From an optimization exercise on the open Yosys and OpenROAD flow, aimed at small area; shortcuts taken in it are not production practice.
Where RTL was checked, it was by simulation tests only, not by an equivalence proof against the original.
Only the layout flow was run in runs 2 and 3; the RTL was not checked for function there.
Power is estimated from default activity; no workload was simulated.

**flow/config.mk**
```make
export PLATFORM = sky130hd
export DESIGN_NAME = rgb_led_array_pwm
export DESIGN_NICKNAME = rgb_led_array_pwm
export VERILOG_FILES = /design/flow/design.v
export SDC_FILE = /design/flow/constraint.sdc
export NUM_CORES = 4
export LEC_CHECK = 0
export ABC_AREA = 1
export CAP_MARGIN = 20
export CORE_MARGIN = 2
export CORE_UTILIZATION = 45
export PLACE_DENSITY = 0.6
export SLEW_MARGIN = 20
```
**flow/constraint.sdc**
```tcl
create_clock -name core_clock -period 13.0 [get_ports {I_CLK_100MHZ}]
set_input_delay 2.6000 -clock core_clock [delete_from_list [all_inputs] [get_ports {I_CLK_100MHZ}]]
set_output_delay 2.6000 -clock core_clock [all_outputs]
set_load 0.01 [all_outputs]
```
**flow/design.v**
```verilog
module rgb_led_array_pwm #(
  parameter int P_LED_NUM = 4,
  parameter int P_DUTY_W  = 8,
  parameter int P_CE_DIV  = 4,
  parameter int P_CE_W    = 2,
  parameter int P_SPD_W   = 10,
  parameter int P_PHASE   = 192
) (
  input  logic                 I_CLK_100MHZ,
  input  logic                 I_RST,
  input  logic [1:0]           I_MODE,
  input  logic [P_SPD_W-1:0]   I_SPEED,
  input  logic [P_DUTY_W-1:0]  I_BRIGHTNESS,
  input  logic                 I_INVERTED,
  input  logic [P_DUTY_W-1:0]  I_FIX_R,
  input  logic [P_DUTY_W-1:0]  I_FIX_G,
  input  logic [P_DUTY_W-1:0]  I_FIX_B,
  output logic [P_LED_NUM-1:0] O_LED_R,
  output logic [P_LED_NUM-1:0] O_LED_G,
  output logic [P_LED_NUM-1:0] O_LED_B,
  output logic                 O_FRAME,
  output logic [3:0]           O_STATUS
);
  function automatic logic gtc(input logic a, input logic b, input logic g);
    gtc = (a & ~b) | ((a | ~b) & g);
  endfunction
  function automatic logic gt8(input logic [7:0] a, input logic [7:0] b);
    gt8 = 1'b0;
    for (int i = 0; i < 8; i++) gt8 = gtc(a[i], b[i], gt8);
  endfunction
  function automatic logic gt6(input logic [5:0] a, input logic [5:0] b);
    gt6 = 1'b0;
    for (int i = 0; i < 6; i++) gt6 = gtc(a[i], b[i], gt6);
  endfunction
  function automatic logic [7:0] inc8(input logic [7:0] a);
    logic c;
    c = 1'b1;
    for (int i = 0; i < 8; i++) begin inc8[i] = a[i] ^ c; c = a[i] & c; end
  endfunction
  logic [1:0]  ce_cnt_r;
  logic [7:0]  pwm_cnt_r;
  logic [7:0]  pwm_inc_s;
  logic        frame_r;
  logic        ce_s, ce0_s, pre_s, frame_s, pwm_last_s;
  assign ce_s       = (ce_cnt_r == 2'd3);
  assign ce0_s      = (ce_cnt_r == 2'd0);
  assign pwm_last_s = (pwm_cnt_r == 8'd254);
  assign frame_s    = ce_s && pwm_last_s;
  assign pre_s      = (ce_cnt_r == 2'd2) && pwm_last_s;
  assign pwm_inc_s  = inc8(pwm_cnt_r);
  always_ff @(posedge I_CLK_100MHZ or posedge I_RST) begin
    if (I_RST) ce_cnt_r <= 2'd0;
    else       ce_cnt_r <= {ce_cnt_r[1] ^ ce_cnt_r[0], ~ce_cnt_r[0]};
  end
  always_ff @(posedge I_CLK_100MHZ or posedge I_RST) begin
    if (I_RST)        pwm_cnt_r <= 8'd0;
    else if (frame_s) pwm_cnt_r <= 8'd0;
    else if (ce_s)    pwm_cnt_r <= pwm_inc_s;
  end
  always_ff @(posedge I_CLK_100MHZ or posedge I_RST) begin
    if (I_RST) frame_r <= 1'b0;
    else       frame_r <= frame_s;
  end
  logic [9:0]  step_cnt_r;
  logic [9:0]  step_inc_s;
  logic        step_cy_s, step_ge_s;
  logic        spd_nz_s, step_s;
  logic [9:0]  hue_r;
  logic [1:0]  mode_r;
  logic        mode_enter_s;
  logic step_en_s;
  assign step_en_s = ce_s && spd_nz_s;
  always_comb begin
    logic c, ge;
    c = step_en_s;
    for (int i = 0; i < 10; i++) begin
      step_inc_s[i] = step_cnt_r[i] ^ c;
      c = step_cnt_r[i] & c;
    end
    step_cy_s = c;
    ge = 1'b1;
    for (int i = 0; i < 10; i++) ge = gtc(step_inc_s[i], I_SPEED[i], ge);
    step_ge_s = step_cy_s | ge;
  end
  assign spd_nz_s     = (I_SPEED != 10'd0);
  assign step_s       = step_en_s && step_ge_s;
  assign mode_enter_s = frame_s && (I_MODE != mode_r) && I_MODE[1];
  always_ff @(posedge I_CLK_100MHZ or posedge I_RST) begin
    if (I_RST) step_cnt_r <= 10'd0;
    else       step_cnt_r <= step_s ? 10'd0 : step_inc_s;
  end
  logic [9:0] hue_nxt_s;
  always_comb begin
    logic t;
    t = step_s;
    for (int i = 0; i < 10; i++) begin
      hue_nxt_s[i] = hue_r[i] ^ t;
      t = t & (hue_r[i] ^ I_INVERTED);
    end
    if (step_s && !I_INVERTED && hue_r == 10'd767) hue_nxt_s = 10'd0;
    if (step_s &&  I_INVERTED && hue_r == 10'd0)   hue_nxt_s = 10'd767;
  end
  always_ff @(posedge I_CLK_100MHZ or posedge I_RST) begin
    if (I_RST) hue_r <= 10'd0;
    else       hue_r <= hue_nxt_s;
  end
  always_ff @(posedge I_CLK_100MHZ or posedge I_RST) begin
    if (I_RST)        mode_r <= 2'd0;
    else if (frame_s) mode_r <= I_MODE;
  end
  logic blink_r;
  always_ff @(posedge I_CLK_100MHZ or posedge I_RST) begin
    if (I_RST)             blink_r <= 1'b0;
    else if (mode_enter_s) blink_r <= 1'b0;
    else if (step_s)       blink_r <= ~blink_r;
  end
  logic [7:0] level_r;
  logic [7:0] level_nxt_s;
  logic       dir_down_r;
  logic       lvl_step_r, lvl_clr_r;
  always_ff @(posedge I_CLK_100MHZ or posedge I_RST) begin
    if (I_RST) begin
      lvl_step_r <= 1'b0;
      lvl_clr_r  <= 1'b0;
    end else begin
      lvl_step_r <= step_s;
      lvl_clr_r  <= mode_enter_s;
    end
  end
  always_comb begin
    logic t;
    t = lvl_step_r;
    for (int i = 0; i < 8; i++) begin
      level_nxt_s[i] = level_r[i] ^ t;
      t = t & (level_r[i] ^ dir_down_r);
    end
  end
  always_ff @(posedge I_CLK_100MHZ or posedge I_RST) begin
    if (I_RST) begin
      level_r    <= 8'd0;
      dir_down_r <= 1'b0;
    end else if (lvl_clr_r) begin
      level_r    <= 8'd0;
      dir_down_r <= 1'b0;
    end else if (lvl_step_r && !dir_down_r && level_r == 8'd255) begin
      dir_down_r <= 1'b1;
      level_r    <= 8'd254;
    end else if (lvl_step_r && dir_down_r && level_r == 8'd0) begin
      dir_down_r <= 1'b0;
      level_r    <= 8'd1;
    end else begin
      level_r    <= level_nxt_s;
    end
  end
  logic [7:0]  col_r_r, col_g_r, col_b_r;
  logic        wheel_r, breath_r;
  logic [7:0]  nkb_r;        
  logic [7:0]  ndvs_s;       
  logic [7:0]  kb_in_s;
  logic [7:0]  mul_in_s;
  logic [7:0]  mul_s;
  assign kb_in_s  = ((mode_r == 2'd3) && !blink_r) ? 8'd0 : I_BRIGHTNESS;
  assign mul_in_s = pre_s ? I_FIX_R : (frame_s ? col_g_r : col_b_r);
  always_comb begin
    logic [16:0] sv, cv, cn;
    logic [15:0] pp;
    logic        c;
    sv = {9'd0, mul_in_s};
    cv = 17'd0;
    for (int j = 0; j < 8; j++) begin
      pp = level_r[j] ? (16'(mul_in_s) << j) : 16'd0;
      cn = 17'd0;
      for (int k = 0; k < 16; k++) begin
        cn[k+1] = (sv[k] & cv[k]) | (sv[k] & pp[k]) | (cv[k] & pp[k]);
        sv[k]   = sv[k] ^ cv[k] ^ pp[k];
      end
      cv = cn;
    end
    c = 1'b0;
    for (int k = 0; k < 16; k++) begin
      if (k >= 8) mul_s[k-8] = sv[k] ^ cv[k] ^ c;
      c = (sv[k] & cv[k]) | (sv[k] & c) | (cv[k] & c);
    end
  end
  always_ff @(posedge I_CLK_100MHZ) begin
    if (pre_s) begin
      wheel_r  <= (mode_r == 2'd0);
      breath_r <= (mode_r == 2'd2);
      col_r_r  <= (mode_r == 2'd0) ? hue_r[7:0] :
                  (mode_r == 2'd2) ? mul_s : I_FIX_R;
      col_g_r  <= (mode_r == 2'd0) ? {hue_r[9:8], ~hue_r[5:0]} : I_FIX_G;
      col_b_r  <= I_FIX_B;
    end else begin
      if (frame_s && breath_r) col_g_r <= mul_s;
      if (frame_r && breath_r) col_b_r <= mul_s;
    end
  end
  always_ff @(posedge I_CLK_100MHZ) begin
    nkb_r <= ndvs_s;
  end
  logic [7:0] q_r;
  logic [7:0] rem_r;
  logic [7:0] rin_s;
  logic [3:0] tq_s, tr_s;   
  logic [7:0] r1_s, r2_s;
  logic       b1_s, b2_s;
  logic       sat_s;
  always_comb begin
    case (kb_in_s)
      8'd0:  begin tq_s = 4'd15; tr_s = 4'd0; end
      8'd1:  begin tq_s = 4'd7;  tr_s = 4'd1; end
      8'd2:  begin tq_s = 4'd5;  tr_s = 4'd0; end
      8'd3:  begin tq_s = 4'd3;  tr_s = 4'd3; end
      8'd4:  begin tq_s = 4'd3;  tr_s = 4'd0; end
      8'd5:  begin tq_s = 4'd2;  tr_s = 4'd3; end
      8'd6:  begin tq_s = 4'd2;  tr_s = 4'd1; end
      8'd7:  begin tq_s = 4'd1;  tr_s = 4'd7; end
      8'd8:  begin tq_s = 4'd1;  tr_s = 4'd6; end
      8'd9:  begin tq_s = 4'd1;  tr_s = 4'd5; end
      8'd10: begin tq_s = 4'd1;  tr_s = 4'd4; end
      8'd11: begin tq_s = 4'd1;  tr_s = 4'd3; end
      8'd12: begin tq_s = 4'd1;  tr_s = 4'd2; end
      8'd13: begin tq_s = 4'd1;  tr_s = 4'd1; end
      8'd14: begin tq_s = 4'd1;  tr_s = 4'd0; end
      default: begin tq_s = 4'd0; tr_s = 4'd15; end
    endcase
  end
  assign sat_s = &q_r;
  assign ndvs_s = pre_s ? ~kb_in_s : nkb_r;
  assign rin_s = pre_s ? {4'd0, tr_s} :
                 ce0_s ? (sat_s ? ~nkb_r : pwm_inc_s) :
                 rem_r;
  function automatic logic [8:0] dstep(input logic [7:0] r, input logic [7:0] ndv);
    logic [8:0] t, nd, s;
    logic       c;
    t  = {r, 1'b1};
    nd = {1'b1, ndv};
    c  = 1'b0;
    for (int i = 0; i < 9; i++) begin
      s[i] = t[i] ^ nd[i] ^ c;
      c    = (t[i] & nd[i]) | (t[i] & c) | (nd[i] & c);
    end
    dstep = c ? {1'b1, s[7:0]} : {1'b0, t[7:0]};
  endfunction
  assign {b1_s, r1_s} = dstep(rin_s, ndvs_s);
  assign {b2_s, r2_s} = dstep(r1_s, ndvs_s);
  always_ff @(posedge I_CLK_100MHZ) begin
    rem_r <= r2_s;
  end
  always_ff @(posedge I_CLK_100MHZ) begin
    if (pre_s) q_r <= {q_r[5:4], tq_s, b1_s, b2_s};
    else       q_r <= {q_r[5:0], b1_s, b2_s};
  end
  logic valid_r;
  always_ff @(posedge I_CLK_100MHZ or posedge I_RST) begin
    if (I_RST)        valid_r <= 1'b0;
    else if (frame_s) valid_r <= 1'b1;
  end
  logic [7:0] cb_s;
  logic       on_r_s, on_g_s, on_b_s;
  logic [9:0] hue_p_s;
  logic       lo_up_s, lo_dn_s;
  logic [P_LED_NUM-1:0] wr_s, wg_s, wb_s;
  logic [P_LED_NUM-1:0] led_r_r, led_g_r, led_b_r;
  assign cb_s    = (frame_r && breath_r) ? mul_s : col_b_r;
  assign lo_up_s = gt6(col_r_r[5:0], q_r[5:0]);
  assign lo_dn_s = gt6(col_g_r[5:0], q_r[5:0]);
  assign on_r_s  = gtc(col_r_r[7], q_r[7], gtc(col_r_r[6], q_r[6], lo_up_s));
  assign on_g_s  = gtc(col_g_r[7], q_r[7], gtc(col_g_r[6], q_r[6], lo_dn_s));
  assign on_b_s  = gt8(cb_s, q_r);
  assign hue_p_s = {col_g_r[7:6], col_r_r};
  logic [11:0] z_s, z1_s, y_s;
  for (genvar ga = 0; ga < 4; ga++) begin : g_a
    localparam logic [1:0] NA = 2'(3 - ga);
    localparam logic [1:0] PA = 2'(ga);
    assign z_s[ga]     = gtc(NA[1], q_r[7], gtc(NA[0], q_r[6], lo_dn_s));
    assign z_s[ga + 4] = 1'b0;
    assign z_s[ga + 8] = gtc(PA[1], q_r[7], gtc(PA[0], q_r[6], lo_up_s));
  end
  always_comb begin
    case (hue_p_s[7:6])
      2'd0: z1_s = z_s;
      2'd1: z1_s = {z_s[0], z_s[11:1]};
      2'd2: z1_s = {z_s[1:0], z_s[11:2]};
      default: z1_s = {z_s[2:0], z_s[11:3]};
    endcase
    case (hue_p_s[9:8])
      2'd0: y_s = z1_s;
      2'd1: y_s = {z1_s[3:0], z1_s[11:4]};
      default: y_s = {z1_s[7:0], z1_s[11:8]};
    endcase
  end
  for (genvar gi = 0; gi < P_LED_NUM; gi++) begin : g_led
    assign wr_s[gi] = y_s[(3 * gi) % 12];
    assign wg_s[gi] = y_s[(3 * gi + 8) % 12];
    assign wb_s[gi] = y_s[(3 * gi + 4) % 12];
    always_ff @(posedge I_CLK_100MHZ or posedge I_RST) begin
      if (I_RST) begin
        led_r_r[gi] <= 1'b0;
        led_g_r[gi] <= 1'b0;
        led_b_r[gi] <= 1'b0;
      end else if (ce0_s && valid_r) begin
        led_r_r[gi] <= wheel_r ? wr_s[gi] : on_r_s;
        led_g_r[gi] <= wheel_r ? wg_s[gi] : on_g_s;
        led_b_r[gi] <= wheel_r ? wb_s[gi] : on_b_s;
      end
    end
  end
  assign O_LED_R  = led_r_r;
  assign O_LED_G  = led_g_r;
  assign O_LED_B  = led_b_r;
  assign O_FRAME  = frame_r;
  assign O_STATUS = {mode_r, I_INVERTED, I_RST};
endmodule
```
**flow/flow/run.sh**
```bash
#!/bin/bash
# The standard layout (standard.sh) with these changes:
#  - synthesis maps the logic with the area-oriented ABC script in
#    flow/abc_area.script (a copy of ORFS's scripts folder with that one file
#    replaced; everything before and after ABC, registers included, is the
#    standard synthesis)
#  - ports are buffered with the plain sky130_fd_sc_hd__buf_1 cell
#  - clock tree synthesis with clkbuf_8 buffers and no dummy loads
set -euo pipefail
rm -rf scripts_local
cp -r "$FLOW_HOME/scripts" scripts_local
cp flow/abc_area.script scripts_local/abc_area.script
SCRIPTS_DIR="$PWD/scripts_local" ABC_AREA=1 bash standard.sh synth > synth_run.log 2>&1
rm -rf scripts_local
export BUFFER_PORTS_ARGS="-buffer_cell sky130_fd_sc_hd__buf_1"
export CTS_ARGS="-sink_clustering_enable -repair_clock_nets -dont_use_dummy_load -buf_list sky130_fd_sc_hd__clkbuf_8 -root_buf sky130_fd_sc_hd__clkbuf_8"
bash standard.sh > layout_run.log 2>&1
```
**flow/flow/abc_area.script**
```
strash
&get -n
&deepsyn -T 20 -S 7
&put
dch -f
amap
topo
```
**flow/standard.sh**
```bash
#!/bin/bash
# synth_recipe.tcl (not shown) runs the flow's synth.tcl, then flattens the netlist and writes it again
# the make line also repeats each setting of config.mk as NAME=value (left out here)
make -C /OpenROAD-flow-scripts/flow DESIGN_CONFIG=/design/flow/config.mk WORK_HOME=/design/flow/orfs CLKGATE_MAP_FILE= SYNTH_SCRIPT=/design/flow/synth_recipe.tcl "${@:-finish}"
```
==> run notes, run 1 <==
run status: no timing/DRC/antenna violations
WP data arrival: 10.92 ns
biggest area consumer among synthesized cells: dfrtp_1
Horiz. Die Dim: 132 um
layout cells sized above 1: 0.0234
post-DP HPWL: 16.0 mm
Synth Register Bits: 108
TritonCTS clock tree: yes
P&R area growth vs syn: 9.49%
post-CTS sizing: 0
Final setup viols: 0
# hold bufs at CTS: 0
vias per inst: 5.73
Leak: 2.87 nW
Synth cell types: 43
MaxCap Viol Count: 0
Rel. slew slack: 0.342
Post-Route Skew: 0.0273 ns
GPL Wtd Cong: 0.911
pwr dens: 71.1 mW/mm2
clock sinks: 108
clock root buffer: clkbuf_8
worst setup slack after placement: 1.63 ns
multiplexer share of the synthesized area: 0
WL per Instance: 18.1 um
clk slew on worst S/H paths: 0.10 ns
EDFF count, synth: 18
DP Area: 0.00789 mm2
initial antenna violation count: 0
largest net degree at the start of global routing: 59
synth warn: 1
Int Power: 427 uW
Worst setup SP type: input port
logic gate share of total power: 0.078
share of the synthesized area in the top cell type: 0.198
Clock Latency Late Sink: 0.39 ns
Post-Synth Simple-Gate Area: 0.151
Synth area leaders: dfrtp_1, fa_1, dfxtp_1
Top Ports: 64
CTS HTree Levels: 3
Pwr Total: 571 uW
Clock power frac: 0.304
RSZ-0062 raised after global routing: no
FMAX: 94.5 MHz
final WL: 20.2 mm
DRT Pass-1 Iters: 5
synthesized area per cell: 8.98 um2
gr usage total: 0.247
sequential share of the synthesized area: 0.359
VDD IR-drop max: 0.0656 mV
core area: 0.0159 mm2
initial DRC count: 497
Syn Inst Count: 816
Synth Area in Adders: 0.207
synthesized area: 0.00733 mm2
Reg power frac: 0.619
Synthesized Nets: 951
Worst path max stage delay: 0.67 ns
die area: 0.0173 mm2
Max Used Layer: met4
ANT cells: 0
Max Slew Vio Count: 0
endpoint class of the critical path: flip-flop
ys flop type: dfrtp_1
CP delay by family, top: adder cells
final period utilization: 0.814
Worst Hold Slack: 0.396 ns
Worst-Margin Slew: 0.985 ns
# rows: 46
Final Hold Viols: 0
remaining global-route overflow: 0
Post-CTS Setup Inserts: 0
vias in the first global route: 6446
Post-synth ARST share: 0.537
Met2 Routed Length: 9.07 mm
total number of vias: 6380
Final nets: 1034
starting density of the core: 0.461
WS Path Type: in -> reg
sw frac: 0.252
setup ws final: 2.42 ns
xor/xnor share of the synthesized area: 0
main combinational cell family by area after synthesis: compound AO/OA/AOI/OAI gates
Residual DRC: 0
complex-gate fraction of the synthesized area: 0.217
CP bufs+invs: 7
post-route cell area: 0.00803 mm2
maximum fanout along the worst path: 7
WP data required: 13.34 ns
CTS buffer count: 9
type of the most critical hold path: reg -> reg
Antenna Nets Post-Route: 0
setup TNS: 0 ns
first-pass GRT wire length: 33.9 mm
WL met3: 1.30 mm
die height: 132 um
Port-buffer cells: 63
P_sw: 144 uW
CP max-delay cell: o311ai_0
critical path's most frequent cell: fa_1
min Tclk post-route: 10.58 ns
clk buf depth: 2
Post-Route M1 WL: 9.29 mm
final timing paths:
kind | from | slack [ns] | cells after the start | endpoint
worst max-delay path | I_FIX_R[7] | 2.42 | 28 | led_b_r[0]
worst min-delay path | q_r[4] | 0.40 | 0 | q_r[6]
worst max register to register | ce_cnt_r[1] | 2.53 | 32 | led_b_r[0]
worst min register to register | q_r[4] | 0.40 | 0 | q_r[6]
max in group asynchronous | I_RST | 10.06 | 3 | hue_r[5]
min in group asynchronous | I_RST | 2.41 | 3 | step_cnt_r[2]
registers in the layout (all words and copies together), names as in the netlist, 2 cells and up:
signal	cells
pwm_cnt_r	8
led_r_r	4
step_cnt_r	10
col_g_r	8
led_g_r	4
led_b_r	4
q_r	8
nkb_r	8
col_r_r	8
mode_r	2
level_r	8
ce_cnt_r	2
rem_r	8
col_b_r	8
hue_r	10
synth_stat cells, types with 8 or more instances:
master / number
clkinv_1: 125
nor2_1: 113
nand2_1: 90
dfrtp_1: 58
fa_1: 55
o21ai_0: 54
o22ai_1: 44
ha_1: 33
dfxtp_1: 32
a21oi_1: 29
or2_0: 23
o221ai_1: 19
edfxtp_1: 18
nor3_1: 16
a222oi_1: 12
a22oi_1: 9
o22a_1: 8
worst register-to-register path: cells and delay by family, from the launching register on:
kind | cells | cell delay (ns)
buffers and inverters | 8 | 1.32
adders and majority gates | 15 | 5.76
DFF | 1 | 0.39
and+or+nand+nor | 3 | 1.32
AOI/OAI and AO/OA | 6 | 1.63
final cells by class:
cell class	instances	area (um2)
inverters	125	469
flip-flops and latches	108	2630
clock buffers	9	124
well taps	216	270
multi-input cells	581	4210
repair buffers	74	317
fillers	1595	7860
cells in the final DEF (no fill, tap or decap), drive strengths merged, types with 2 or more instances in the layout:
master  count
nor3       16
a221oi      6
nand3       7
nor2      113
o211ai      2
clkinv    124
nand2      90
o221ai     19
dfxtp      32
buf        72
o22ai      44
fa         55
a22oi       9
a32o        6
or3         2
a221o       5
nor4        3
a31oi       4
nor2b       5
o21ai      54
edfxtp     18
o21a        7
o32a        6
a21oi      29
a22o        3
a211oi      5
dfrtp      58
clkbuf     10
o22a        8
a222oi     12
a21o        3
ha         33
nand4       2
or2        23
kinds of logic (layout without fill, tap and decap cells):
family / Yosys count / in the layout
AO/OA/AOI/OAI: 230 / 230
adder cells (fa/ha/maj): 88 / 88
buffers and inverters: 127 / 208
flip-flops: 108 / 108
AND/OR/NAND/NOR: 263 / 263
power by group through the flow:
stage / Sequential, mW / Combinational, mW / Clock [mW]
after CTS: 0.353 / 0.0449 / 0.179
after global placement: 0.360 / 0.0430 / 0
after floorplan: 0.358 / 0.0286 / 0
after global routing: 0.354 / 0.0508 / 0.190
final: 0.353 / 0.0443 / 0.173
after detailed placement: 0.360 / 0.0445 / 0
through the flow:
step           instances   util
2_1_floorplan        816      -
4_1_cts             1111  0.505
3_5_place_dp        1102  0.497
5_1_grt             1113  0.505
3_3_place_gp        1101  0.496
6_report            1113  0.505
metal layers:
layer  global-route usage  up-vias
met3               0.0378       35
met4               0.0839        0
met2                0.378      222
met1                0.358     3063
li1                     -     3060
met5                    0        -
==> run 2, diff against run 1 <==
--- a/flow/design.v
+++ b/flow/design.v
@@ -34,10 +34,5 @@
   endfunction
-  function automatic logic [7:0] inc8(input logic [7:0] a);
-    logic c;
-    c = 1'b1;
-    for (int i = 0; i < 8; i++) begin inc8[i] = a[i] ^ c; c = a[i] & c; end
-  endfunction
   logic [1:0]  ce_cnt_r;
-  logic [7:0]  pwm_cnt_r;
-  logic [7:0]  pwm_inc_s;
+  logic [7:0]  pwm1_r;       
+  logic [7:0]  pwm1_nxt_s;
   logic        frame_r;
@@ -46,6 +41,14 @@
   assign ce0_s      = (ce_cnt_r == 2'd0);
-  assign pwm_last_s = (pwm_cnt_r == 8'd254);
+  assign pwm_last_s = &pwm1_r;
   assign frame_s    = ce_s && pwm_last_s;
   assign pre_s      = (ce_cnt_r == 2'd2) && pwm_last_s;
-  assign pwm_inc_s  = inc8(pwm_cnt_r);
+  always_comb begin
+    logic c;
+    c = ce_s;
+    for (int i = 0; i < 8; i++) begin
+      pwm1_nxt_s[i] = pwm1_r[i] ^ c;
+      c = pwm1_r[i] & c;
+    end
+    if (frame_s) pwm1_nxt_s = 8'd1;
+  end
   always_ff @(posedge I_CLK_100MHZ or posedge I_RST) begin
@@ -55,5 +58,4 @@
   always_ff @(posedge I_CLK_100MHZ or posedge I_RST) begin
-    if (I_RST)        pwm_cnt_r <= 8'd0;
-    else if (frame_s) pwm_cnt_r <= 8'd0;
-    else if (ce_s)    pwm_cnt_r <= pwm_inc_s;
+    if (I_RST) pwm1_r <= 8'd1;
+    else       pwm1_r <= pwm1_nxt_s;
   end
@@ -230,3 +232,3 @@
   assign rin_s = pre_s ? {4'd0, tr_s} :
-                 ce0_s ? (sat_s ? ~nkb_r : pwm_inc_s) :
+                 ce0_s ? (sat_s ? ~nkb_r : pwm1_r) :
                  rem_r;
==> run notes, run 2 <==
Final Util: 0.501
ANT cells: 0
FILL cells: 1582
gr usage total: 0.230
maximum fanout along the worst path: 11
first-pass GRT wire length: 31.7 mm
Post-CTS Setup Inserts: 0
GPL Wtd Cong: 0.917
ys flop type: dfrtp_1
vias per inst: 5.78
remaining global-route overflow: 0
min Tclk post-route: 10.62 ns
clk slew on worst S/H paths: 0.11 ns
# hold bufs at CTS: 0
Post-Route Skew: 0.0311 ns
share of the synthesized area in the top cell type: 0.195
die height: 131 um
MaxCap Viol Count: 0
initial antenna violation count: 0
DRT Pass-1 Iters: 7
most frequent cell after synthesis: nor2_1
CTS HTree Levels: 3
core area: 0.0159 mm2
Max Slew Vio Count: 0
Clock Latency Late Sink: 0.39 ns
Final nets: 1029
vias in the first global route: 6274
P&R area growth vs syn: 9.04%
Worst Hold Slack: 0.440 ns
clock sinks: 108
post-route cell area: 0.00797 mm2
final period utilization: 0.817
CP bufs+invs: 6
layout cells sized above 1: 0.0191
WS Path Type: in -> reg
Rel. slew slack: 0.459
setup TNS: 0 ns
Syn Inst Count: 817
Synth area leaders: dfrtp_1, fa_1, dfxtp_1
CP delay by family, top: adder cells
Top Ports: 64
Worst setup SP type: input port
initial DRC count: 596
Synthesized Nets: 952
post-CTS sizing: 0
Synth cell types: 47
starting density of the core: 0.460
Leak: 2.89 nW
EDFF count, synth: 18
Worst-Margin Slew: 0.801 ns
Final setup viols: 0
VDD IR-drop max: 0.0519 mV
die area: 0.0173 mm2
Final Hold Viols: 0
synthesized area per cell: 8.94 um2
synthesized area: 0.00730 mm2
clk buf depth: 2
FMAX: 94.2 MHz
Residual DRC: 0
type of the most critical hold path: reg -> reg
clock root buffer: clkbuf_8
CP max-delay cell: a311oi_1
most frequent cells in the layout: nor2_1, clkinv_1, nand2_1, buf_1, dfrtp_1
critical path's most frequent cell: fa_1
Horiz. Die Dim: 131 um
synth warn: 1
largest net degree at the start of global routing: 59
total number of vias: 6404
pwr dens: 72.8 mW/mm2
Synth Register Bits: 108
endpoint class of the critical path: flip-flop
DP Area: 0.00784 mm2
RSZ-0062 raised after global routing: no
biggest area consumer among synthesized cells: dfrtp_1
Post-synth ARST share: 0.537
commonest non-fill, non-tap cell in the layout: nor2_1
final WL: 19.3 mm
WP data arrival: 10.89 ns
# rows: 46
Worst path max stage delay: 0.65 ns
post-DP HPWL: 15.4 mm
run status: no timing/DRC/antenna violations
Post-synth top cells: nor2_1, clkinv_1, nand2_1
biggest regs: hue_r: 10 flops, step_cnt_r: 10 flops
Port-buffer cells: 63
WL per Instance: 17.4 um
Antenna Nets Post-Route: 0
TritonCTS clock tree: yes
WP data required: 13.27 ns
CTS buffer count: 9
sequential share of the synthesized area: 0.361
-- run 2: cell types whose count changed after synthesis, moves of 3 or more --
cell	before	now
a32o_1	6	0
nor2_1	113	135
a211oi_1	5	10
o22ai_1	44	39
o221ai_1	19	14
a22oi_1	9	3
o21ai_0	54	46
a222oi_1	12	4
o22a_1	8	13
clkinv_1	125	114
a311oi_1	1	5
a21o_1	3	0
nor2b_1	5	14
or2_0	23	11
-- run 2: cells by family after synthesis --
family / synth area share
xor gates and xnor gates: 0.00120
DFF: 0.361
adders and majority gates: 0.207
buffers and inverters: 0.0606
AOI/OAI and AO/OA: 0.204
and+or+nand+nor: 0.167
-- run 2: per-layer routing --
layer | track usage | share of wire
met5 | 0 | 0
met4 | 0.0737 | 0.020
met3 | 0.0475 | 0.074
met2 | 0.353 | 0.45
met1 | 0.327 | 0.46
-- run 2: power by group --
part           leakage (nW)  switching [mW]  total [mW]  internal (mW)
logic                  1.65          0.0343      0.0548         0.0204
clock network        0.0647           0.109       0.172         0.0626
registers              1.17         0.00413       0.353          0.349
-- run 2: final cells by class --
type	instances	area (um2)	share of cell area
Timing Repair Buffer	68	274	0.0344
Inverter	114	428	0.0537
Clock buffer	9	124	0.0156
Multi-Input combinational cell	593	4240	0.532
Tap cell	216	270	0.0339
Sequential cell	108	2630	0.331
-- run 2: worst reg2reg max path: cells and delay by family (launching register included) --
| kind | cells | cell delay [ns] |
|---|---|---|
| AO/OA/AOI/OAI | 8 | 1.80 |
| flip-flops | 1 | 0.59 |
| adder cells (fa/ha/maj) | 13 | 5.09 |
| AND/OR/NAND/NOR | 6 | 1.90 |
| buffers and inverters | 5 | 0.98 |
-- run 2: final timing paths --
check                                      from       endpoint  slack, ns  depth (start not counted)
max in group asynchronous                 I_RST        valid_r      10.10                          3
min in group asynchronous                 I_RST  step_cnt_r[0]       2.42                          3
worst min-delay path                     q_r[4]         q_r[6]       0.44                          0
worst max-delay path            I_BRIGHTNESS[5]       rem_r[7]       2.38                         30
worst min register to register           q_r[4]         q_r[6]       0.44                          0
worst max register to register        pwm1_r[0]     led_b_r[3]       2.54                         32
-- run 2: through the flow --
step	total power, mW	instances	setup WS [ns]
2_1_floorplan	0.395	817	1.42
3_3_place_gp	0.412	1099	2.19
3_5_place_dp	0.415	1099	1.88
4_1_cts	0.585	1108	2.29
5_1_grt	0.607	1108	1.60
6_report	0.580	1108	2.38
==> run 3, diff against run 2 <==
--- a/flow/flow/run.sh
+++ b/flow/flow/run.sh
@@ -15,3 +15,3 @@
 export BUFFER_PORTS_ARGS="-buffer_cell sky130_fd_sc_hd__buf_1"
-export CTS_ARGS="-sink_clustering_enable -repair_clock_nets -dont_use_dummy_load -buf_list sky130_fd_sc_hd__clkbuf_8 -root_buf sky130_fd_sc_hd__clkbuf_8"
+export CTS_ARGS="-sink_clustering_enable -repair_clock_nets -dont_use_dummy_load -sink_clustering_size 30 -sink_clustering_max_diameter 80 -buf_list sky130_fd_sc_hd__clkbuf_8 -root_buf sky130_fd_sc_hd__clkbuf_8"
 bash standard.sh > layout_run.log 2>&1
==> run notes, run 3 <==
run status: no timing/DRC/antenna violations
post-DP HPWL: 15.4 mm
biggest area consumer among synthesized cells: dfrtp_1
Post-Route Skew: 0.0311 ns
MaxCap Viol Count: 0
die area: 0.0173 mm2
Rel. slew slack: 0.459
initial DRC count: 596
Worst path max stage delay: 0.65 ns
ANT cells: 0
Synth cell types: 47
CTS HTree Levels: 3
Synth Register Bits: 108
clk buf depth: 2
# rows: 46
Final Hold Viols: 0
RSZ-0062 raised after global routing: no
WP data arrival: 10.89 ns
DRT Pass-1 Iters: 7
Max Slew Vio Count: 0
pwr dens: 72.8 mW/mm2
TritonCTS clock tree: yes
ys flop type: dfrtp_1
Leak: 2.89 nW
final WL: 19.3 mm
Final Util: 0.501
Horiz. Die Dim: 131 um
CP max-delay cell: a311oi_1
setup ws final: 2.38 ns
Port-buffer cells: 63
FILL cells: 1582
Final setup viols: 0
type of the most critical hold path: reg -> reg
reg-to-reg startpoint: pwm1_r[0]
VDD IR-drop max: 0.0519 mV
remaining global-route overflow: 0
largest net degree at the start of global routing: 59
vias per inst: 5.78
WL per Instance: 17.4 um
critical path's most frequent cell: fa_1
setup TNS: 0 ns
Pwr Total: 580 uW
Post-synth ARST share: 0.537
Clock Latency Late Sink: 0.39 ns
clock sinks: 108
synth warn: 1
Residual DRC: 0
starting density of the core: 0.460
share of the synthesized area in the top cell type: 0.195
sequential share of the synthesized area: 0.361
synthesized area: 0.00730 mm2
most frequent cell after synthesis: nor2_1
P&R area growth vs syn: 9.04%
FMAX: 94.2 MHz
GPL Wtd Cong: 0.917
# hold bufs at CTS: 0
min Tclk post-route: 10.62 ns
WS Path Type: in -> reg
worst hold path startpoint: q_r[4]
final period utilization: 0.817
total number of vias: 6404
biggest regs: hue_r: 10 flops, step_cnt_r: 10 flops
CTS buffer count: 9
Post-synth top cells: nor2_1, clkinv_1, nand2_1
layout cells sized above 1: 0.0191
Top Ports: 64
first-pass GRT wire length: 31.7 mm
Post-CTS Setup Inserts: 0
initial antenna violation count: 0
worst setup slack after placement: 1.88 ns
Antenna Nets Post-Route: 0
die height: 131 um
Final nets: 1029
endpoint class of the critical path: flip-flop
commonest non-fill, non-tap cell in the layout: nor2_1
maximum fanout along the worst path: 11
Synth area leaders: dfrtp_1, fa_1, dfxtp_1
most frequent cells in the layout: nor2_1, clkinv_1, nand2_1, buf_1, dfrtp_1
post-CTS sizing: 0
Critical Path Source: I_BRIGHTNESS[5]
Syn Inst Count: 817
clk slew on worst S/H paths: 0.11 ns
EDFF count, synth: 18
gr usage total: 0.230
reg2reg setup slack: 2.54 ns
clock root buffer: clkbuf_8
core area: 0.0159 mm2
WP data required: 13.27 ns
Worst-Margin Slew: 0.801 ns
Worst setup SP type: input port
DP Area: 0.00784 mm2
synthesized area per cell: 8.94 um2
Synthesized Nets: 952
vias in the first global route: 6274
post-route cell area: 0.00797 mm2
## run 3: cell counts after synthesis
Identical to the previous run, type by type.
## run 3: logic make-up after synthesis
kind of cell	after synthesis	share of synthesized area
flops	108	0.361
simple gates	290	0.167
fa+ha+maj	88	0.207
compound gates	214	0.204
buf+inv	116	0.0606
xor+xnor	1	0.00120
## run 3: power by group
part	total (mW)	leakage (nW)	internal, mW	switching [mW]
sequential	0.353	1.17	0.349	0.00413
combinational	0.0548	1.65	0.0204	0.0343
clock	0.172	0.0647	0.0626	0.109
total	0.580	2.89	0.432	0.148
## run 3: area by class of cell
class	count	area [um2]	share of cell area
inverters	114	428	0.0537
flip-flops and latches	108	2630	0.331
clock buffers	9	124	0.0156
multi-input cells	593	4240	0.532
repair buffers	68	274	0.0344
well taps	216	270	0.0339
## run 3: through the flow
stage | hold WS, ns | instances
after global placement | 0.421 | 1099
after floorplan | 0.369 | 817
after CTS | 0.431 | 1108
after global routing | 0.445 | 1108
after detailed placement | 0.417 | 1099
final | 0.440 | 1108
## run 3: final timing paths
kind | endpoint | cells past startpoint
max | rem_r[7] | 30
min | q_r[6] | 0
max reg2reg | led_b_r[3] | 32
min reg2reg | q_r[6] | 0
max in group asynchronous | valid_r | 3
min in group asynchronous | step_cnt_r[0] | 3
## run 3: metal layers
layer | share of wire | track usage
met4 | 0.020 | 0.0737
met3 | 0.074 | 0.0475
met5 | 0 | 0
met1 | 0.46 | 0.327
met2 | 0.45 | 0.353
## run 3: critical path, delay by kind of cell
| family | cells | cell delay, ns |
|---|---|---|
| compound gates | 9 | 2.45 |
| simple gates | 2 | 0.61 |
| buf+inv | 6 | 1.14 |
| fa+ha+maj | 13 | 4.09 |
==> run 4, diff against run 3 <==
--- a/flow/design.v
+++ b/flow/design.v
@@ -95,5 +95,7 @@
   always_comb begin
-    logic t;
+    logic t, wrap;
     t = step_s;
+    wrap = 1'b0;
     for (int i = 0; i < 10; i++) begin
+      if (i == 8) wrap = t && !hue_r[8] && (hue_r[9] ^ I_INVERTED);
       hue_nxt_s[i] = hue_r[i] ^ t;
@@ -101,4 +103,4 @@
     end
-    if (step_s && !I_INVERTED && hue_r == 10'd767) hue_nxt_s = 10'd0;
-    if (step_s &&  I_INVERTED && hue_r == 10'd0)   hue_nxt_s = 10'd767;
+    hue_nxt_s[9] = hue_nxt_s[9] && !(wrap && !I_INVERTED);
+    hue_nxt_s[8] = hue_nxt_s[8] && !wrap;
   end
@@ -131,2 +133,3 @@
   end
+  logic       lvl_turn_s;
   always_comb begin
@@ -138,2 +141,4 @@
     end
+    lvl_turn_s = t;
+    if (lvl_turn_s) level_nxt_s = {level_r[7:1], ~level_r[0]};
   end
@@ -146,10 +151,5 @@
       dir_down_r <= 1'b0;
-    end else if (lvl_step_r && !dir_down_r && level_r == 8'd255) begin
-      dir_down_r <= 1'b1;
-      level_r    <= 8'd254;
-    end else if (lvl_step_r && dir_down_r && level_r == 8'd0) begin
-      dir_down_r <= 1'b0;
-      level_r    <= 8'd1;
     end else begin
       level_r    <= level_nxt_s;
+      dir_down_r <= dir_down_r ^ lvl_turn_s;
     end
@@ -202,3 +202,3 @@
   end
-  logic [7:0] q_r;
+  logic [7:0] nq_r;
   logic [7:0] rem_r;
@@ -229,3 +229,3 @@
   end
-  assign sat_s = &q_r;
+  assign sat_s = ~|nq_r;
   assign ndvs_s = pre_s ? ~kb_in_s : nkb_r;
@@ -252,4 +252,4 @@
   always_ff @(posedge I_CLK_100MHZ) begin
-    if (pre_s) q_r <= {q_r[5:4], tq_s, b1_s, b2_s};
-    else       q_r <= {q_r[5:0], b1_s, b2_s};
+    if (pre_s) nq_r <= ~{nq_r[5:4], tq_s, b1_s, b2_s};
+    else       nq_r <= {nq_r[5:0], ~b1_s, ~b2_s};
   end
@@ -267,7 +267,7 @@
   assign cb_s    = (frame_r && breath_r) ? mul_s : col_b_r;
-  assign lo_up_s = gt6(col_r_r[5:0], q_r[5:0]);
-  assign lo_dn_s = gt6(col_g_r[5:0], q_r[5:0]);
-  assign on_r_s  = gtc(col_r_r[7], q_r[7], gtc(col_r_r[6], q_r[6], lo_up_s));
-  assign on_g_s  = gtc(col_g_r[7], q_r[7], gtc(col_g_r[6], q_r[6], lo_dn_s));
-  assign on_b_s  = gt8(cb_s, q_r);
+  assign lo_up_s = gt6(col_r_r[5:0], ~nq_r[5:0]);
+  assign lo_dn_s = gt6(col_g_r[5:0], ~nq_r[5:0]);
+  assign on_r_s  = gtc(col_r_r[7], ~nq_r[7], gtc(col_r_r[6], ~nq_r[6], lo_up_s));
+  assign on_g_s  = gtc(col_g_r[7], ~nq_r[7], gtc(col_g_r[6], ~nq_r[6], lo_dn_s));
+  assign on_b_s  = gt8(cb_s, ~nq_r);
   assign hue_p_s = {col_g_r[7:6], col_r_r};
@@ -277,5 +277,5 @@
     localparam logic [1:0] PA = 2'(ga);
-    assign z_s[ga]     = gtc(NA[1], q_r[7], gtc(NA[0], q_r[6], lo_dn_s));
+    assign z_s[ga]     = gtc(NA[1], ~nq_r[7], gtc(NA[0], ~nq_r[6], lo_dn_s));
     assign z_s[ga + 4] = 1'b0;
-    assign z_s[ga + 8] = gtc(PA[1], q_r[7], gtc(PA[0], q_r[6], lo_up_s));
+    assign z_s[ga + 8] = gtc(PA[1], ~nq_r[7], gtc(PA[0], ~nq_r[6], lo_up_s));
   end
==> flow/flow/run.sh (replaced) <==
#!/bin/bash
# The standard layout (standard.sh) with these changes:
#  - synthesis maps the logic with the area-oriented ABC script in
#    flow/abc_area.script (a copy of ORFS's scripts folder with that one file
#    replaced; everything before and after ABC, registers included, is the
#    standard synthesis), and buffers pass-through wires with buf_1
#  - ports are buffered with the plain sky130_fd_sc_hd__buf_1 cell
#  - clock tree synthesis with clkbuf_8 buffers and no dummy loads
set -euo pipefail
rm -rf scripts_local
cp -r "$FLOW_HOME/scripts" scripts_local
cp flow/abc_area.script scripts_local/abc_area.script
SCRIPTS_DIR="$PWD/scripts_local" ABC_AREA=1 MIN_BUF_CELL_AND_PORTS="sky130_fd_sc_hd__buf_1 A X" \
  bash standard.sh synth > synth_run.log 2>&1
rm -rf scripts_local
export BUFFER_PORTS_ARGS="-buffer_cell sky130_fd_sc_hd__buf_1"
export CTS_ARGS="-sink_clustering_enable -repair_clock_nets -dont_use_dummy_load -buf_list sky130_fd_sc_hd__clkbuf_8 -root_buf sky130_fd_sc_hd__clkbuf_8"
bash standard.sh > layout_run.log 2>&1
==> flow/flow/abc_area.script (replaced) <==
strash
&get -n
&deepsyn -T 20 -S 7
&put
dch -f
amap -F 3 -A 8
topo
--- a/flow/config.mk
+++ b/flow/config.mk
@@ -10,4 +10,4 @@
 export CORE_MARGIN = 2
-export CORE_UTILIZATION = 45
-export PLACE_DENSITY = 0.6
+export CORE_UTILIZATION = 60
+export PLACE_DENSITY = 0.7
 export SLEW_MARGIN = 20
==> run notes, run 4 <==
gr usage total: 0.314
CP max-delay cell: fa_1
DRT Pass-1 Iters: 6
Residual DRC: 0
WS Path Type: in -> reg
# rows: 40
ANT cells: 0
TritonCTS clock tree: yes
biggest area consumer among synthesized cells: dfrtp_1
run status: no timing/DRC/antenna violations
most frequent cell after synthesis: clkinv_1
P&R area growth vs syn: 7.76%
Clock Latency Late Sink: 0.41 ns
endpoint class of the critical path: flip-flop
Final nets: 1011
Post-synth ARST share: 0.537
cell count after placement: 1011
clock sinks: 108
setup TNS: 0 ns
GR peak layer: met2
clk slew on worst S/H paths: 0.11 ns
VDD IR-drop max: 0.0767 mV
RSZ-0062 raised after global routing: no
# hold bufs at CTS: 0
largest net degree at the start of global routing: 59
Post-Route Skew: 0.0352 ns
clock root buffer: clkbuf_8
Worst-Margin Slew: 1.05 ns
final instance count without filler cells: 1021
met1 Usage GRT: 0.401
Synthesized Nets: 934
total number of vias: 6349
core area: 0.0119 mm2
Top Ports: 64
Max Slew Vio Count: 0
EDFF count, synth: 18
Rel. slew slack: 0.294
maximum fanout along the worst path: 9
post-CTS sizing: 0
first-pass GRT wire length: 31.6 mm
vias per inst: 6.22
setup ws final: 2.39 ns
most frequent cells in the layout: clkinv_1, nor2_1, nand2_1, buf_1, dfrtp_1
clk buf depth: 2
Syn Inst Count: 799
starting density of the core: 0.611
WP data required: 13.29 ns
Final Hold Viols: 0
final WL: 18.8 mm
sequential share of the synthesized area: 0.362
pwr dens: 73.6 mW/mm2
GPL Wtd Cong: 0.952
FILL cells: 1045
vias in the first global route: 6355
post-DP HPWL: 14.8 mm
CTS HTree Levels: 3
MaxCap Viol Count: 0
Worst path max stage delay: 0.46 ns
die height: 114 um
critical path's most frequent cell: fa_1
final period utilization: 0.816
type of the most critical hold path: reg -> reg
die area: 0.0130 mm2
Final setup viols: 0
Synth Register Bits: 108
layout cells sized above 1: 0.0183
Synth area leaders: dfrtp_1, fa_1, dfxtp_1
share of the synthesized area in the top cell type: 0.196
Post-synth top cells: clkinv_1, nor2_1, nand2_1
CP delay by family, top: adder cells
FMAX: 94.2 MHz
Horiz. Die Dim: 114 um
CP bufs+invs: 9
worst setup slack after placement: 1.56 ns
Worst setup SP type: input port
initial antenna violation count: 0
met3 Resource Use GR: 0.0656
grt met2 use: 0.525
synth warn: 1
Leak: 2.83 nW
CTS buffer count: 9
commonest non-fill, non-tap cell in the layout: clkinv_1
Pwr Total: 577 uW
Post-CTS Setup Inserts: 0
Synth cell types: 42
ys flop type: dfrtp_1
WP data arrival: 10.90 ns
Port-buffer cells: 63
synthesized area per cell: 9.11 um2
synthesized area: 0.00728 mm2
initial DRC count: 741
remaining global-route overflow: 0
Antenna Nets Post-Route: 0
Final Util: 0.658
biggest regs: hue_r: 10 flops, step_cnt_r: 10 flops
min Tclk post-route: 10.61 ns
WL per Instance: 18.4 um
[run 4: routing by layer]
metal,vias up,share of wire
met2,264,0.49
met4,0,0.035
met1,3023,0.40
met5,-,0
met3,50,0.068
li1,3012,-
[run 4: worst paths after layout]
kind                                  from          end  slack (ns)  cells past startpoint
min                             led_b_r[0]   led_b_r[0]        0.49                      1
min reg2reg                     led_b_r[0]   led_b_r[0]        0.49                      1
max in group asynchronous            I_RST   led_b_r[2]       10.09                      3
min in group asynchronous            I_RST  ce_cnt_r[0]        2.38                      3
max                        I_BRIGHTNESS[5]     rem_r[1]        2.39                     33
max reg2reg                    ce_cnt_r[0]     rem_r[1]        3.20                     35
[run 4: cell families after synthesis]
group           Yosys count  share of synthesized area
compound gates          231                      0.223
buf+inv                 133                     0.0696
flops                   108                      0.362
xor+xnor                  1                    0.00120
fa+ha+maj                88                      0.207
simple gates            238                      0.138
[run 4: report_power, final]
part           switching [mW]  internal (mW)  leakage (nW)
logic                  0.0330         0.0193          1.58
clock network           0.110         0.0626        0.0647
registers             0.00420          0.348          1.19
[run 4: layout make-up]
type                    count  area, um2  share of cell area
multi-input cells         558       4140               0.527
inverters                 131        492              0.0627
clock buffers               9        124              0.0158
flip-flops and latches    108       2630               0.336
well taps                 147        184              0.0235
repair buffers             68        272              0.0346
[run 4: metrics by stage]
stage                     instance area (um2)  hold WS (ns)
after global routing                     7840         0.516
after global placement                   7710         0.466
final                                    7840         0.491
after floorplan                          7280         0.444
after CTS                                7840         0.496
after detailed placement                 7710         0.470
[run 4: worst reg2reg max path, delay by kind of cell (launching register included)]
family | cells | cell delay (ns)
adder cells (fa/ha/maj) | 14 | 4.62
AND/OR/NAND/NOR | 3 | 0.69
buffers and inverters | 12 | 2.21
flip-flops | 1 | 0.39
AO/OA/AOI/OAI | 6 | 1.80
==> run 5, diff against run 4 <==
--- a/flow/config.mk
+++ b/flow/config.mk
@@ -10,4 +10,6 @@
 export CORE_MARGIN = 2
-export CORE_UTILIZATION = 60
-export PLACE_DENSITY = 0.7
+export CORE_UTILIZATION = 45
+export GPL_ROUTABILITY_DRIVEN = 0
+export GPL_TIMING_DRIVEN = 0
+export PLACE_DENSITY = 0.6
 export SLEW_MARGIN = 20
==> run notes, run 5 <==
WS Path Type: in -> reg
ANT cells: 0
Final Hold Viols: 0
reg2reg setup slack: 2.31 ns
type of the most critical hold path: reg -> reg
Top Ports: 64
DRT Pass-1 Iters: 7
final WL: 19.0 mm
Synth Register Bits: 108
P&R area growth vs syn: 9.41%
Post-synth ARST share: 0.537
maximum fanout along the worst path: 9
Worst path max stage delay: 0.54 ns
Hold EP: led_g_r[1]
post-DP HPWL: 15.1 mm
biggest regs: hue_r: 10 flops, step_cnt_r: 10 flops
most frequent cells in the layout: clkinv_1, nor2_1, nand2_1, buf_1, dfrtp_1
path depth of the worst reg2reg path: 36
gr usage total: 0.231
Port-buffer cells: 63
FILL cells: 1544
Horiz. Die Dim: 131 um
Pwr Total: 576 uW
FMAX: 90.3 MHz
Rel. slew slack: 0.289
clock root buffer: clkbuf_8
reg-to-reg startpoint: ce_cnt_r[0]
post-route cell area: 0.00796 mm2
Post-CTS Setup Inserts: 0
met1 Usage GRT: 0.311
remaining global-route overflow: 0
WL per Instance: 17.4 um
initial antenna violation count: 0
vias in the first global route: 6309
Synth cell types: 42
CTS HTree Levels: 3
Worst setup SP type: input port
Worst R2R End: rem_r[1]
GR peak layer: met2
critical path's most frequent cell: fa_1
grt met2 use: 0.382
die height: 131 um
Max Slew Vio Count: 0
Final Util: 0.503
Antenna Nets Post-Route: 0
VDD IR-drop max: 0.0666 mV
CTS buffer count: 9
commonest non-fill, non-tap cell in the layout: clkinv_1
DP Area: 0.00784 mm2
Residual DRC: 0
vias per inst: 5.78
die area: 0.0172 mm2
initial DRC count: 471
TritonCTS clock tree: yes
largest net degree at the start of global routing: 44
Post-synth top cells: clkinv_1, nor2_1, nand2_1
layout cells sized above 1: 0.0206
Clock Latency Late Sink: 0.40 ns
sequential share of the synthesized area: 0.362
ys flop type: dfrtp_1
clk buf depth: 2
# hold bufs at CTS: 0
first-pass GRT wire length: 31.8 mm
core area: 0.0158 mm2
Final nets: 1012
synthesized area per cell: 9.11 um2
MaxCap Viol Count: 0
post-CTS sizing: 0
worst hold path startpoint: led_g_r[1]
WHS Path Cells: 1
clock sinks: 108
pwr dens: 72.4 mW/mm2
CP max-delay cell: a221oi_1
WP data required: 13.31 ns
Synthesized Nets: 934
RSZ-0062 raised after global routing: no
WP data arrival: 11.38 ns
met3 Resource Use GR: 0.0409
Final setup viols: 0
setup TNS: 0 ns
endpoint class of the critical path: flip-flop
Worst Hold Slack: 0.495 ns
run status: no timing/DRC/antenna violations
biggest area consumer among synthesized cells: dfrtp_1
clk slew on worst S/H paths: 0.11 ns
Post-Route Skew: 0.0365 ns
total number of vias: 6304
Worst-Margin Slew: 1.06 ns
Syn Inst Count: 799
EDFF count, synth: 18
min Tclk post-route: 11.07 ns
most frequent cell after synthesis: clkinv_1
share of the synthesized area in the top cell type: 0.196
Synth area leaders: dfrtp_1, fa_1, dfxtp_1
synth warn: 1
starting density of the core: 0.460
final period utilization: 0.851
Leak: 2.85 nW
# rows: 46
synthesized area: 0.00728 mm2
## run 5: worst max-delay path by stage
stage,from,slack (ns),endpoint
after floorplan,I_BRIGHTNESS[0],2.63,rem_r[1]
after global placement,ce_cnt_r[0],0.27,rem_r[1]
after detailed placement,I_BRIGHTNESS[5],1.47,rem_r[1]
after CTS,I_BRIGHTNESS[5],1.91,rem_r[1]
after global routing,I_BRIGHTNESS[5],1.30,rem_r[1]
final,I_BRIGHTNESS[5],1.93,rem_r[1]
## run 5: logic make-up (layout without fill, tap and decap cells)
kind of cell	count (synthesis)	in the layout	share of synthesized area
and+or+nand+nor	238	238	0.138
buffers and inverters	133	209	0.0696
AOI/OAI and AO/OA	231	231	0.223
DFF	108	108	0.362
adders and majority gates	88	88	0.207
xor gates and xnor gates	1	1	0.00120
## run 5: critical path: cells and delay by family
family	cells	cell delay, ns
compound gates	9	2.29
fa+ha+maj	13	4.45
buf+inv	9	1.44
simple gates	2	0.60
## run 5: final cells by class
| class | instances | area (um2) | share of cell area |
|---|---|---|---|
| buffer | 2 | 15.0 | 0.00189 |
| multi-input combinational | 558 | 4140 | 0.519 |
| clock buffer | 9 | 124 | 0.0156 |
| sequential | 108 | 2630 | 0.331 |
| tap | 216 | 270 | 0.0340 |
| inverter | 131 | 494 | 0.0621 |
| timing repair buffer | 67 | 288 | 0.0362 |
## run 5: stage by stage
step / std cells / worst slack (ns)
2_1_floorplan: 799 / 2.63
3_3_place_gp: 1078 / 0.272
3_5_place_dp: 1082 / 1.47
4_1_cts: 1091 / 1.91
5_1_grt: 1091 / 1.30
6_report: 1091 / 1.93
## run 5: routing by layer
layer  part of all wire  vias up
li1                   -     3012
met1               0.44     3079
met2               0.48      186
met3              0.061       27
met4              0.018        0
met5                  0        -
## run 5: report_power, final
group | switching, mW | total [mW] | internal [mW]
Sequential | 0.00393 | 0.352 | 0.348
Clock | 0.110 | 0.172 | 0.0625
Combinational | 0.0323 | 0.0521 | 0.0197
==> run 6, diff against run 5 <==
--- a/flow/config.mk
+++ b/flow/config.mk
@@ -11,4 +11,2 @@
 export CORE_UTILIZATION = 45
-export GPL_ROUTABILITY_DRIVEN = 0
-export GPL_TIMING_DRIVEN = 0
 export PLACE_DENSITY = 0.6
==> run notes, run 6 <==
run status: no timing/DRC/antenna violations
final period utilization: 0.858
total number of vias: 6324
most frequent cells in the layout: clkinv_1, nor2_1, nand2_1, buf_1, dfrtp_1
VDD IR-drop max: 0.0604 mV
Synth cell types: 43
clock sinks: 108
Final nets: 1012
clk slew on worst S/H paths: 0.09 ns
min Tclk post-route: 11.16 ns
critical path's most frequent cell: fa_1
CTS buffer count: 9
EDFF count, synth: 18
initial antenna violation count: 0
Antenna Nets Post-Route: 0
setup TNS: 0 ns
share of the synthesized area in the top cell type: 0.197
pwr dens: 72.5 mW/mm2
final instance count without filler cells: 1091
biggest regs: hue_r: 10 flops, step_cnt_r: 10 flops
vias in the first global route: 6390
clk buf depth: 2
Residual DRC: 0
first-pass GRT wire length: 31.5 mm
Top Ports: 64
final WL: 18.7 mm
WP data required: 13.27 ns
Post-CTS Setup Inserts: 0
die area: 0.0172 mm2
Post-synth top cells: clkinv_1, nor2_1, nand2_1
Port-buffer cells: 63
largest net degree at the start of global routing: 59
Horiz. Die Dim: 131 um
P&R area growth vs syn: 9.10%
Syn Inst Count: 799
vias per inst: 5.80
FMAX: 89.6 MHz
starting density of the core: 0.458
endpoint class of the critical path: flip-flop
Synth Register Bits: 108
commonest non-fill, non-tap cell in the layout: clkinv_1
maximum fanout along the worst path: 10
WP data arrival: 11.43 ns
WL per Instance: 17.1 um
Leak: 2.87 nW
Worst setup SP type: input port
DRT Pass-1 Iters: 10
synthesized area per cell: 9.08 um2
GPL Wtd Cong: 0.927
layout cells sized above 1: 0.0194
sequential share of the synthesized area: 0.363
post-DP HPWL: 14.8 mm
biggest area consumer among synthesized cells: dfrtp_1
# rows: 46
Synthesized Nets: 934
clock root buffer: clkbuf_8
WS Path Type: in -> reg
reg2reg setup slack: 2.65 ns
Final setup viols: 0
core area: 0.0158 mm2
CP delay by family, top: adder cells
ys flop type: dfrtp_1
MaxCap Viol Count: 0
synthesized area: 0.00726 mm2
most frequent cell after synthesis: clkinv_1
gr usage total: 0.236
# hold bufs at CTS: 0
remaining global-route overflow: 0
Worst-Margin Slew: 1.02 ns
Post-synth ARST share: 0.537
RSZ-0062 raised after global routing: no
Synth area leaders: dfrtp_1, fa_1, dfxtp_1
Rel. slew slack: 0.323
CP max-delay cell: a221oi_1
CP bufs+invs: 7
die height: 131 um
Worst path max stage delay: 0.81 ns
Clock Latency Late Sink: 0.38 ns
cell count after placement: 1082
type of the most critical hold path: reg -> reg
CTS HTree Levels: 3
synth warn: 1
TritonCTS clock tree: yes
initial DRC count: 638
post-CTS sizing: 0
Max Slew Vio Count: 0
Final Hold Viols: 0
Post-Route Skew: 0.0191 ns
ANT cells: 0
-- run 6: cell types whose count changed after synthesis, sizes merged, moves of 3 or more --
cell    previous run  this run
o22ai             37        30
a222oi            13        17
nand2             78        92
nand3              1         5
o22a              14        11
a221oi            10        13
o32a               2         5
or2               10         3
nor3              18        14
a221o              5         2
o221ai            23        20
-- run 6: routing by layer --
layer	wire length, um	vias up	GRT usage
met2	8910	235	0.386
met4	471	0	0.0901
met5	0	-	0
met3	1180	38	0.0350
li1	-	3000	-
met1	8130	3051	0.319
-- run 6: per-stage QoR --
step                instance area [um2]  utilization  hold WS, ns  worst slack [ns]  power (mW)
finish                             7920        0.500        0.491              1.84       0.574
global route                       7920        0.500        0.493              1.14       0.600
CTS                                7920        0.500        0.488              1.87       0.580
detailed placement                 7790        0.492        0.466              1.47       0.412
global placement                   7790        0.492        0.465              1.88       0.410
floorplan                          7260            -        0.444              2.61       0.394
-- run 6: worst paths after layout --
path                                       from       endpoint  depth (start not counted)
worst min-delay path                    valid_r        valid_r                          1
worst max-delay path            I_BRIGHTNESS[0]       rem_r[1]                         32
worst max register to register        mode_r[0]       rem_r[1]                         32
worst min register to register          valid_r        valid_r                          1
min in group asynchronous                 I_RST  step_cnt_r[0]                          3
max in group asynchronous                 I_RST     level_r[2]                          3
-- run 6: cells by family (layout without fill, tap and decap cells) --
group,after synthesis,after routing,synth area share
simple gates,243,243,0.138
fa+ha+maj,88,88,0.208
compound gates,227,227,0.221
xor+xnor,1,1,0.00121
buf+inv,132,208,0.0693
flops,108,108,0.363
-- run 6: where the power goes --
| part | switching [mW] | internal, mW | leakage (nW) |
|---|---|---|---|
| Combinational | 0.0331 | 0.0194 | 1.60 |
| Clock | 0.107 | 0.0626 | 0.0647 |
| Sequential | 0.00374 | 0.348 | 1.20 |
-- run 6: final cells by class --
type | instances | area (um2)
timing repair buffer | 69 | 282
sequential | 108 | 2630
tap | 216 | 270
inverter | 130 | 488
clock buffer | 9 | 124
multi-input combinational | 559 | 4120
fill | 1534 | 7910
-- run 6: worst reg2reg max path, delay by kind of cell (launching register included) --
kind	cells	cell delay [ns]
adders and majority gates	13	4.52
AOI/OAI and AO/OA	9	2.88
and+or+nand+nor	4	1.23
buffers and inverters	6	1.00
DFF	1	0.63
==> run 7, diff against run 6 <==
--- a/flow/flow/run.sh
+++ b/flow/flow/run.sh
@@ -16,3 +16,3 @@
 export BUFFER_PORTS_ARGS="-buffer_cell sky130_fd_sc_hd__buf_1"
-export CTS_ARGS="-sink_clustering_enable -repair_clock_nets -dont_use_dummy_load -buf_list sky130_fd_sc_hd__clkbuf_8 -root_buf sky130_fd_sc_hd__clkbuf_8"
+export CTS_ARGS="-sink_clustering_enable -repair_clock_nets -dont_use_dummy_load -buf_list sky130_fd_sc_hd__clkbuf_16 -root_buf sky130_fd_sc_hd__clkbuf_8 -sink_clustering_size 30"
 bash standard.sh > layout_run.log 2>&1
==> run notes, run 7 <==
run status: no timing/DRC/antenna violations
maximum fanout along the worst path: 10
FMAX: 89.6 MHz
critical path's most frequent cell: fa_1
Final Hold Viols: 0
Max Slew Vio Count: 0
Post-CTS Setup Inserts: 0
total number of vias: 6324
first-pass GRT wire length: 31.5 mm
# rows: 46
biggest regs: hue_r: 10 flops, step_cnt_r: 10 flops
post-DP HPWL: 14.8 mm
multiplexer share of the synthesized area: 0
P&R area growth vs syn: 9.10%
type of the most critical hold path: reg -> reg
post-CTS sizing: 0
Int Power: 430 uW
ys flop type: dfrtp_1
clock root buffer: clkbuf_8
biggest area consumer among synthesized cells: dfrtp_1
commonest non-fill, non-tap cell in the layout: clkinv_1
Antenna Nets Post-Route: 0
gr usage total: 0.236
clock sinks: 108
Synth Area in Adders: 0.208
Clock Latency Late Sink: 0.38 ns
GPL Wtd Cong: 0.927
final period utilization: 0.858
FILL cells: 1534
vias in the first global route: 6390
initial antenna violation count: 0
Final nets: 1012
DRT Pass-1 Iters: 10
core area: 0.0158 mm2
Rel. slew slack: 0.323
xor/xnor share of the synthesized area: 0.00121
WS Path Type: in -> reg
most frequent cells in the layout: clkinv_1, nor2_1, nand2_1, buf_1, dfrtp_1
Post-synth top cells: clkinv_1, nor2_1, nand2_1
Worst-Margin Slew: 1.02 ns
Reg power frac: 0.613
clk buf depth: 2
Synth area leaders: dfrtp_1, fa_1, dfxtp_1
synthesized area per cell: 9.08 um2
remaining global-route overflow: 0
Horiz. Die Dim: 131 um
complex-gate fraction of the synthesized area: 0.221
Clock power frac: 0.295
post-route cell area: 0.00792 mm2
CTS buffer count: 9
initial DRC count: 638
synthesized area: 0.00726 mm2
Final setup viols: 0
EDFF count, synth: 18
# hold bufs at CTS: 0
Post-Route Skew: 0.0191 ns
setup ws final: 1.84 ns
die height: 131 um
Post-Synth Simple-Gate Area: 0.138
sw frac: 0.250
most frequent cell after synthesis: clkinv_1
endpoint class of the critical path: flip-flop
share of the synthesized area in the top cell type: 0.197
starting density of the core: 0.458
pwr dens: 72.5 mW/mm2
vias per inst: 5.80
Pwr Total: 574 uW
VDD IR-drop max: 0.0604 mV
Post-synth ARST share: 0.537
clk slew on worst S/H paths: 0.09 ns
synth warn: 1
min Tclk post-route: 11.16 ns
Worst path max stage delay: 0.81 ns
Leak: 2.87 nW
Synth cell types: 43
WL per Instance: 17.1 um
Top Ports: 64
WP data required: 13.27 ns
final WL: 18.7 mm
Residual DRC: 0
Worst setup SP type: input port
RSZ-0062 raised after global routing: no
Synthesized Nets: 934
die area: 0.0172 mm2
sequential share of the synthesized area: 0.363
Synth Register Bits: 108
DP Area: 0.00779 mm2
TritonCTS clock tree: yes
Port-buffer cells: 63
ANT cells: 0
MaxCap Viol Count: 0
WP data arrival: 11.43 ns
worst setup slack after placement: 1.47 ns
logic gate share of total power: 0.092
main combinational cell family by area after synthesis: compound AO/OA/AOI/OAI gates
CP max-delay cell: a221oi_1
largest net degree at the start of global routing: 59
setup TNS: 0 ns
CTS HTree Levels: 3
P_sw: 144 uW
layout cells sized above 1: 0.0194
Syn Inst Count: 799
-- run 7: cell counts in the layout (fill, tap and decap cells not counted) --
Identical to the previous run, type by type.
-- run 7: final timing paths --
kind	to	slack, ns	depth (start not counted)	start
max	rem_r[1]	1.84	32	I_BRIGHTNESS[0]
min	valid_r	0.49	1	valid_r
max reg2reg	rem_r[1]	2.65	32	mode_r[0]
min reg2reg	valid_r	0.49	1	valid_r
max in group asynchronous	level_r[2]	10.05	3	I_RST
min in group asynchronous	step_cnt_r[0]	2.42	3	I_RST
-- run 7: logic make-up (layout without fill, tap and decap cells) --
kind of cell | Yosys count | count (layout)
simple gates | 243 | 243
compound gates | 227 | 227
buf+inv | 132 | 208
flops | 108 | 108
fa+ha+maj | 88 | 88
xor+xnor | 1 | 1
-- run 7: layout make-up --
| class | instances | area (um2) | area share |
|---|---|---|---|
| clock buffer | 9 | 124 | 0.0156 |
| timing repair buffer | 69 | 282 | 0.0356 |
| sequential | 108 | 2630 | 0.333 |
| inverter | 130 | 488 | 0.0616 |
| tap | 216 | 270 | 0.0341 |
| multi-input combinational | 559 | 4120 | 0.520 |
-- run 7: worst max-delay path: cells and delay by family --
| kind | cells | cell delay, ns |
|---|---|---|
| fa+ha+maj | 13 | 4.49 |
| buf+inv | 7 | 1.06 |
| simple gates | 3 | 0.40 |
| compound gates | 9 | 2.87 |
-- run 7: metrics by stage --
| step | cells | util | hold slack (ns) |
|---|---|---|---|
| floorplan | 799 | - | 0.444 |
| global placement | 1082 | 0.492 | 0.465 |
| detailed placement | 1082 | 0.492 | 0.466 |
| CTS | 1091 | 0.500 | 0.488 |
| global route | 1091 | 0.500 | 0.493 |
| finish | 1091 | 0.500 | 0.491 |
-- run 7: routing by layer --
metal | vias up | wire [um] | GRT usage | share of wire
li1 | 3000 | - | - | -
met4 | 0 | 471 | 0.0901 | 0.025
met1 | 3051 | 8130 | 0.319 | 0.43
met5 | - | 0 | 0 | 0
met2 | 235 | 8910 | 0.386 | 0.48
met3 | 38 | 1180 | 0.0350 | 0.063
-- run 7: power groups by stage --
stage / Combinational (mW) / Sequential [mW] / Clock, mW
after floorplan: 0.0357 / 0.358 / 0
after global placement: 0.0516 / 0.359 / 0
after detailed placement: 0.0528 / 0.359 / 0
after CTS: 0.0532 / 0.352 / 0.175
after global routing: 0.0608 / 0.352 / 0.187
final: 0.0525 / 0.352 / 0.169

[port drivers added, routing unchanged]
In the flow no input, the clock included, has a driving cell. The finished layouts below were timed again as built, in two steps. Step 1, drivers: a clkbuf_16 drives I_CLK_100MHZ and a buf_2 each remaining input, both assumed. Step 2 times the ports against the registers' clock, not the clock port: input delays grow and output delays shrink by t, the midpoint of the rising clock arrivals with the driver on. a / b / c = ideal ports / drivers / drivers and shift; a / b = the first two.
run | shift t [ns] | setup WS [ns] | hold WS [ns] | worst register clock-pin slew, ns | pins driven straight from the clock port
run 1 | 0.414 | 2.421 / 2.433 / 2.018 | 0.396 / 0.396 / 0.396 | 0.10 / 0.10 | 1
run 2 | 0.414 | 2.385 / 2.402 / 1.987 | 0.440 / 0.440 / 0.440 | 0.11 / 0.11 | 1
run 3 | 0.414 | 2.385 / 2.402 / 1.987 | 0.440 / 0.440 / 0.440 | 0.11 / 0.11 | 1
run 4 | 0.425 | 2.389 / 2.406 / 1.981 | 0.491 / 0.491 / 0.491 | 0.12 / 0.12 | 1
run 5 | 0.423 | 1.931 / 1.948 / 1.525 | 0.495 / 0.495 / 0.495 | 0.11 / 0.11 | 1
run 6 | 0.409 | 1.843 / 1.857 / 1.447 | 0.491 / 0.491 / 0.491 | 0.10 / 0.10 | 1
run 7 | 0.409 | 1.843 / 1.857 / 1.447 | 0.491 / 0.491 / 0.491 | 0.10 / 0.10 | 1
After both steps every run listed still meets setup and hold. For run 4, which loses most, drivers alone change the setup slack by +0.017 ns; drivers and shift together by -0.408 ns.
